Context: an optimization exercise on an open-source flow, tuned for small area and a short achievable clock period. The choices shown serve that exercise and are no tape-out recipe.
In this exercise RTL edits were held to simulation tests only and were not proved equivalent to the original.
Power figures rest on the tool's default switching activity, not on a simulated workload.

==> flow/design.v <==
package rv_pkg;
  localparam int REG_ADDR_W  = 5;
  localparam int COMMIT_XLEN = 32;
  typedef struct packed {
    logic [COMMIT_XLEN-1:0] pc;
    logic [REG_ADDR_W-1:0]  rd;
    logic                   we;
    logic [COMMIT_XLEN-1:0] data;
  } commit_entry_t;
  function automatic commit_entry_t force_fields(input commit_entry_t e, input logic valid);
    force_fields = e;
    if (!valid) force_fields = '0;
    else if (e.rd == '0) force_fields = {e.pc, e.rd, 1'b0, e.data};
  endfunction
endpackage
module commit_fifo_2w
#(
  parameter int DEPTH = 8
) (
  input  logic                     clk,
  input  logic                     rst_i,
  input  logic [1:0]               push_cnt,
  input  rv_pkg::commit_entry_t                 push0,
  input  rv_pkg::commit_entry_t                 push1,
  input  logic [1:0]               pop_cnt,
  output rv_pkg::commit_entry_t                 head0,
  output rv_pkg::commit_entry_t                 head1,
  output logic [$clog2(DEPTH):0]   count
);
  localparam int PW = $clog2(DEPTH);
  localparam int CW = PW + 1;
  logic [69:0]     mem [0:DEPTH-1];   
  logic [PW-1:0]   wr_ptr;
  logic [PW-1:0]   rd_ptr;
  logic [PW-1:0]   wr_ptr_p1;
  logic [PW-1:0]   rd_ptr_p1;
  assign wr_ptr_p1 = wr_ptr + PW'(1);
  assign rd_ptr_p1 = rd_ptr + PW'(1);
  always_ff @(posedge clk or posedge rst_i) begin
    if (rst_i) begin
      wr_ptr <= '0;
      rd_ptr <= '0;
      count  <= '0;
    end else begin
      wr_ptr <= wr_ptr + PW'(push_cnt);
      rd_ptr <= rd_ptr + PW'(pop_cnt);
      count  <= count + CW'(push_cnt) - CW'(pop_cnt);
    end
  end
  always_ff @(posedge clk) begin
    if (push_cnt != 2'd0) mem[wr_ptr]    <= push0;
    if (push_cnt == 2'd2) mem[wr_ptr_p1] <= push1;
  end
  assign head0 = mem[rd_ptr];
  assign head1 = mem[rd_ptr_p1];
endmodule
module wb_order_restorer
#(
  parameter int DEPTH = 8,
  parameter int XLEN  = 32
) (
  input  logic                    clk,
  input  logic                    rst_i,
  input  logic                    in_valid_i,
  output logic                    in_ready_o,
  input  logic                    order_change_i,
  input  logic                    l1_valid_i,
  input  logic [XLEN-1:0]         l1_pc_i,
  input  logic [rv_pkg::REG_ADDR_W-1:0]   l1_rd_i,
  input  logic                    l1_we_i,
  input  logic [XLEN-1:0]         l1_data_i,
  input  logic                    l2_valid_i,
  input  logic [XLEN-1:0]         l2_pc_i,
  input  logic [rv_pkg::REG_ADDR_W-1:0]   l2_rd_i,
  input  logic                    l2_we_i,
  input  logic [XLEN-1:0]         l2_data_i,
  output logic                    c0_valid_o,
  output logic [XLEN-1:0]         c0_pc_o,
  output logic [rv_pkg::REG_ADDR_W-1:0]   c0_rd_o,
  output logic                    c0_we_o,
  output logic [XLEN-1:0]         c0_data_o,
  output logic                    c1_valid_o,
  output logic [XLEN-1:0]         c1_pc_o,
  output logic [rv_pkg::REG_ADDR_W-1:0]   c1_rd_o,
  output logic                    c1_we_o,
  output logic [XLEN-1:0]         c1_data_o,
  input  logic                    commit_ready_i,
  output logic [$clog2(DEPTH):0]  occupancy_o
);
  localparam int CW = $clog2(DEPTH) + 1;
  if (XLEN != rv_pkg::COMMIT_XLEN) begin : g_xlen_check
    $error("wb_order_restorer: XLEN must equal rv_pkg::COMMIT_XLEN");
  end
  logic [CW-1:0]  count;
  logic [1:0]     push_cnt;
  logic [1:0]     pop_cnt;
  logic           accept;
  logic           first_v;
  logic           second_v;
  logic           c0_valid;
  logic           c1_valid;
  rv_pkg::commit_entry_t  lane1, lane2, first, second;
  rv_pkg::commit_entry_t  push0, push1, head0, head1, c0, c1;
  assign in_ready_o = (count <= CW'(DEPTH - 2));
  assign accept     = in_valid_i & in_ready_o;
  assign lane1 = {l1_pc_i, l1_rd_i, l1_we_i, l1_data_i};
  assign lane2 = {l2_pc_i, l2_rd_i, l2_we_i, l2_data_i};
  always_comb begin
    first    = lane1;
    first_v  = l1_valid_i;
    second   = lane2;
    second_v = l2_valid_i;
    if (order_change_i) begin
      first    = lane2;
      first_v  = l2_valid_i;
      second   = lane1;
      second_v = l1_valid_i;
    end
  end
  always_comb begin
    push0    = first;
    push1    = second;
    push_cnt = 2'd0;
    if (accept) begin
      if (first_v && second_v) begin
        push_cnt = 2'd2;
      end else if (first_v) begin
        push_cnt = 2'd1;
      end else if (second_v) begin
        push0    = second;
        push_cnt = 2'd1;
      end
    end
  end
  assign c0_valid = (count != '0);
  assign c1_valid = (count >= CW'(2));
  assign pop_cnt  = commit_ready_i ? ({1'b0, c0_valid} + {1'b0, c1_valid}) : 2'd0;
  commit_fifo_2w #(.DEPTH(DEPTH)) u_fifo (
    .clk      (clk),
    .rst_i    (rst_i),
    .push_cnt (push_cnt),
    .push0    (push0),
    .push1    (push1),
    .pop_cnt  (pop_cnt),
    .head0    (head0),
    .head1    (head1),
    .count    (count)
  );
  assign c0 = rv_pkg::force_fields(head0, c0_valid);
  assign c1 = rv_pkg::force_fields(head1, c1_valid);
  assign c0_valid_o  = c0_valid;
  assign c0_pc_o     = c0.pc;
  assign c0_rd_o     = c0.rd;
  assign c0_we_o     = c0.we;
  assign c0_data_o   = c0.data;
  assign c1_valid_o  = c1_valid;
  assign c1_pc_o     = c1.pc;
  assign c1_rd_o     = c1.rd;
  assign c1_we_o     = c1.we;
  assign c1_data_o   = c1.data;
  assign occupancy_o = count;
endmodule
==> flow/run.sh <==
#!/bin/bash
# synth_recipe.tcl (not shown) runs the flow's synth.tcl, then flattens the netlist and writes it again
# the make line also repeats each setting of config.mk as NAME=value (left out here)
make -C /OpenROAD-flow-scripts/flow DESIGN_CONFIG=/design/flow/config.mk WORK_HOME=/design/flow/orfs CLKGATE_MAP_FILE= SYNTH_SCRIPT=/design/flow/synth_recipe.tcl finish
==> flow/config.mk <==
export PLATFORM = sky130hd
export DESIGN_NAME = wb_order_restorer
export DESIGN_NICKNAME = wb_order_restorer
export VERILOG_FILES = /design/flow/design.v
export SDC_FILE = /design/flow/constraint.sdc
export NUM_CORES = 4
export LEC_CHECK = 0
export CAP_MARGIN = 20
export CORE_MARGIN = 2
export CORE_UTILIZATION = 40
export SLEW_MARGIN = 20
==> flow/constraint.sdc <==
create_clock -name core_clock -period 4.6 [get_ports {clk}]
set_input_delay 0.9200 -clock core_clock [delete_from_list [all_inputs] [get_ports {clk}]]
set_output_delay 0.9200 -clock core_clock [all_outputs]
set_load 0.01 [all_outputs]
==> results.json <==
{
  "status": "finished clean",
  "yosysWarnings": 2,
  "viasPerCell": 5.868,
  "avgSynthCellArea_um2": 16.74,
  "min_from": "u_fifo.count[3]",
  "drt_iter0_markers": 1585,
  "min_period_ns": 4.408,
  "area_growth_pct": 19.85,
  "dp.cells": 3351,
  "finalSetupViolCount": 0,
  "clk_latency_ns": 0.60,
  "fp.dieW_um": 295.0,
  "worstMarginPinSlew_ns": 0.9495,
  "dieArea_um2": 87010,
  "cts_buffers": 67,
  "final_cell_area_um2": 40590,
  "globalRouteTotalUtil": 0.2343,
  "hold_buffers": 0,
  "yosysUniqueCellTypes": 41,
  "rows": 106,
  "min_to": "u_fifo.count[3]",
  "r2r-end": "u_fifo.count[3]",
  "required_ns": 3.68,
  "route.detailed.drc": 0,
  "drive_gt1_frac": 0.4244,
  "htree_num_levels": 3,
  "critPathLaunchType": "flop",
  "grt_pass1_vias": 21924,
  "leakage_uw": 0.01376,
  "clkTransAtPathRegs_ns": 0.05,
  "die_h_um": 295.0,
  "drv_slew": 0,
  "grt_pass1_wl_um": 146900,
  "core_area_um2": 83690,
  "grt-ovfl-total": 0,
  "io_pins": 294,
  "fmax_ghz": 0.2268,
  "rsz0062_at_grt": "false",
  "dpl_cell_area_um2": 38370,
  "reg2regPathDepth": 14,
  "synth_nets": 2186,
  "antenna_found_initial": 17,
  "cts_root_buffer": "clkbuf_16",
  "cts_buffer_depth": 3,
  "ant_nets": 0,
  "nets": 2458,
  "start_util": 0.4047,
  "worst-setup-path-type": "reg -> out",
  "clock-skew-final_ns": 0.02187,
  "routed_wl_um": 102600,
  "gp_congestion": 0.7734,
  "synth_cells": 2023,
  "portBuffers": 293,
  "routedWlPerCell_um": 29.46,
  "vias": 20439,
  "cts_tree": "yes",
  "end_kind": "output pin",
  "period_share": 0.9584,
  "n_fill_cell": 7085,
  "hold_violations": 0,
  "syn_area_um2": 33870,
  "cap_violations": 0,
  "numClockSinks": 570,
  "worstHoldPathType": "reg -> reg",
  "ir_drop_mv": 0.8618,
  "reg2reg_from": "u_fifo.count[2]",
  "ys_seq_area_frac": 0.5039,
  "path_max_fanout": 95,
  "crit_arrival_ns": 3.49,
  "relSlewSlack": 0.3670,
  "power_density_nw_per_um2": 679.4,
  "hold_depth": 3,
  "ff2ff_setup_slack_ns": 0.90,
  "hpwl_um": 58540,
  "finalNonFillerCells": 3483,
  "setup_tns_ns": 0,
  "grt_max_degree": 142,
  "ys_ff_latch": 570,
  "dr.pass1.iters": 5
}
Yosys cell counts:
| master | number | area (um^2) |
|---|---|---|
| buf_1 | 16 | 60.06 |
| mux2_4 | 134 | 2012 |
| buf_6 | 28 | 315.3 |
| or3b_1 | 1 | 8.760 |
| xor2_2 | 1 | 16.27 |
| nand3b_1 | 1 | 7.510 |
| edfxtp_1 | 560 | 16820 |
| nor3_1 | 4 | 20.02 |
| buf_2 | 71 | 355.3 |
| mux2_2 | 388 | 4369 |
| o21ai_1 | 4 | 20.02 |
| nand2_1 | 137 | 514.2 |
| and4_1 | 2 | 17.52 |
| mux4_2 | 280 | 6306 |
| xor2_1 | 7 | 61.31 |
| a21o_1 | 1 | 7.510 |
| xnor2_1 | 3 | 26.28 |
| inv_1 | 16 | 60.06 |
| mux2_1 | 40 | 450.4 |
| nand2b_1 | 4 | 25.02 |
| nor2_1 | 76 | 285.3 |
| nor2b_1 | 3 | 18.77 |
| xnor2_2 | 5 | 81.33 |
| and2_1 | 3 | 18.77 |
| o32ai_1 | 2 | 17.52 |
| buf_4 | 10 | 75.07 |
| o22ai_1 | 6 | 37.54 |
| fa_1 | 4 | 80.08 |
| ha_1 | 12 | 150.1 |
| dfrtp_1 | 10 | 250.2 |
| clkbuf_1 | 34 | 127.6 |
| a21o_4 | 1 | 15.01 |
| nand3_1 | 5 | 25.02 |
| a21oi_4 | 4 | 65.06 |
| o211ai_1 | 2 | 15.01 |
| a21oi_1 | 66 | 330.3 |
| a211oi_1 | 2 | 15.01 |
| and3_1 | 1 | 6.260 |
| nand4_1 | 2 | 12.51 |
| a21bo_2 | 1 | 10.01 |
| mux2i_1 | 76 | 760.7 |
through the flow:
stage	worst slack (ns)	util	total power, uW	hold slack, ns
5_1_grt	0.003294	0.4850	28880	0.7488
3_5_place_dp	0.4849	0.4585	22510	0.6995
2_1_floorplan	-1.529	-	16010	0.5015
4_1_cts	0.01932	0.4834	27720	0.7074
3_3_place_gp	0.4793	0.4585	22400	0.6904
6_report	0.1915	0.4850	27580	0.7032
cell families after synthesis:
group           synth area share
compound gates           0.01574
xor+xnor                0.005468
fa+ha+maj               0.006798
buf+inv                  0.02933
flops                     0.5039
mux                       0.4104
simple gates             0.02834
worst max-delay path by stage:
stage                                    to  slack [ns]              from  depth (start not counted)
final                            c0_pc_o[1]        0.19  u_fifo.rd_ptr[0]                          6
after global routing             c0_pc_o[3]       0.003  u_fifo.rd_ptr[0]                          6
after CTS                           c0_we_o        0.02  u_fifo.rd_ptr[1]                          6
after detailed placement  u_fifo.mem[3][22]        0.48        l1_valid_i                          9
after global placement    u_fifo.mem[3][24]        0.48        l1_valid_i                          9
after floorplan            u_fifo.mem[1][0]       -1.53    order_change_i                          5
power breakdown:
part,leakage [uW],total (uW),switching [uW],internal (uW)
combinational,0.00758,15800,7910,7880
sequential,0.00517,6700,279,6420
clock,0.00101,5090,2130,2950
total,0.0138,27600,10300,17300
cells in the final DEF (no fill, tap or decap), drive strengths merged, types with 5 or more instances in the layout:
cell           instances
ha                    12
mux2i                 76
clkbuf                81
nor2                  76
diode                  7
dfrtp                 10
inv                   18
o22ai                  6
clkdlybuf4s50        291
clkinv                30
mux4                 280
edfxtp               560
nand2                137
xor2                   8
mux2                 562
xnor2                  8
nand3                  5
a21oi                 70
buf                   69
critical path, cell delays in order, from the launching register on:
cell and delay (ns):
dfrtp_4 0.45, buf_12 0.39, buf_12 0.56, mux4_2 0.61, mux2i_1 0.24, nor2_1 0.07, clkdlybuf4s50_1 0.48
sequential cells by signal, indices dropped and copies added, names as in the netlist:
register and flops:
u_fifo.rd_ptr 3, u_fifo.wr_ptr 3, u_fifo.mem 560, u_fifo.count 4
metal layers:
metal	global-route usage	part of all wire	wire length, um	vias up
met5	0	0.0012	121	-
met4	0.07902	0.024	2463	20
met3	0.04563	0.065	6679	167
met2	0.4091	0.51	52620	662
met1	0.2913	0.40	40720	10837
li1	-	-	-	8753
final cells by class:
| class | instances | area (um^2) | area share |
|---|---|---|---|
| flip-flops and latches | 570 | 17080 | 0.4207 |
| multi-input cells | 1278 | 16100 | 0.3967 |
| repair buffers | 362 | 3875 | 0.09547 |
| clock buffers | 80 | 1768 | 0.04356 |
| well taps | 1134 | 1419 | 0.03496 |
| clock inverters | 36 | 272.8 | 0.006720 |
| inverters | 16 | 60.06 | 0.001480 |
| diodes | 7 | 17.52 | 0.0004316 |
what timing repair did:
item                       in CTS  in global routing
gates cloned                    0                  1
buffers inserted                3                  4
setup endpoints to repair      11                  2
resized for setup               2                  5
pin swaps                       0                  1

[afterwards: timing with drivers on the ports]
The flow's constraints put no driver on any port. The routed layout listed below was extracted and timed again, unchanged, in two steps. Step 1 sets driving cells, clkbuf_16 on the clock port and buf_2 on the other inputs (assumed; they add their load-dependent delay and slew). Step 2 moves the port delays by t, midway between the first and last clock arrival at a register: inputs arrive t later, outputs are due t later. That takes back most of the time a late clock gives input paths. Slacks: no drivers / after step 1 / after step 2; pairs: no drivers / after step 1.
shift t [ns]: 0.656
setup WS [ns]: 0.192 / 0.126 / 0.433
hold WS [ns]: 0.703 / 0.703 / 0.703
worst setup path at the end: input to register
After both steps setup and hold are still met in this run. For this run, drivers alone change the setup slack by -0.066 ns; drivers and shift together by +0.241 ns.
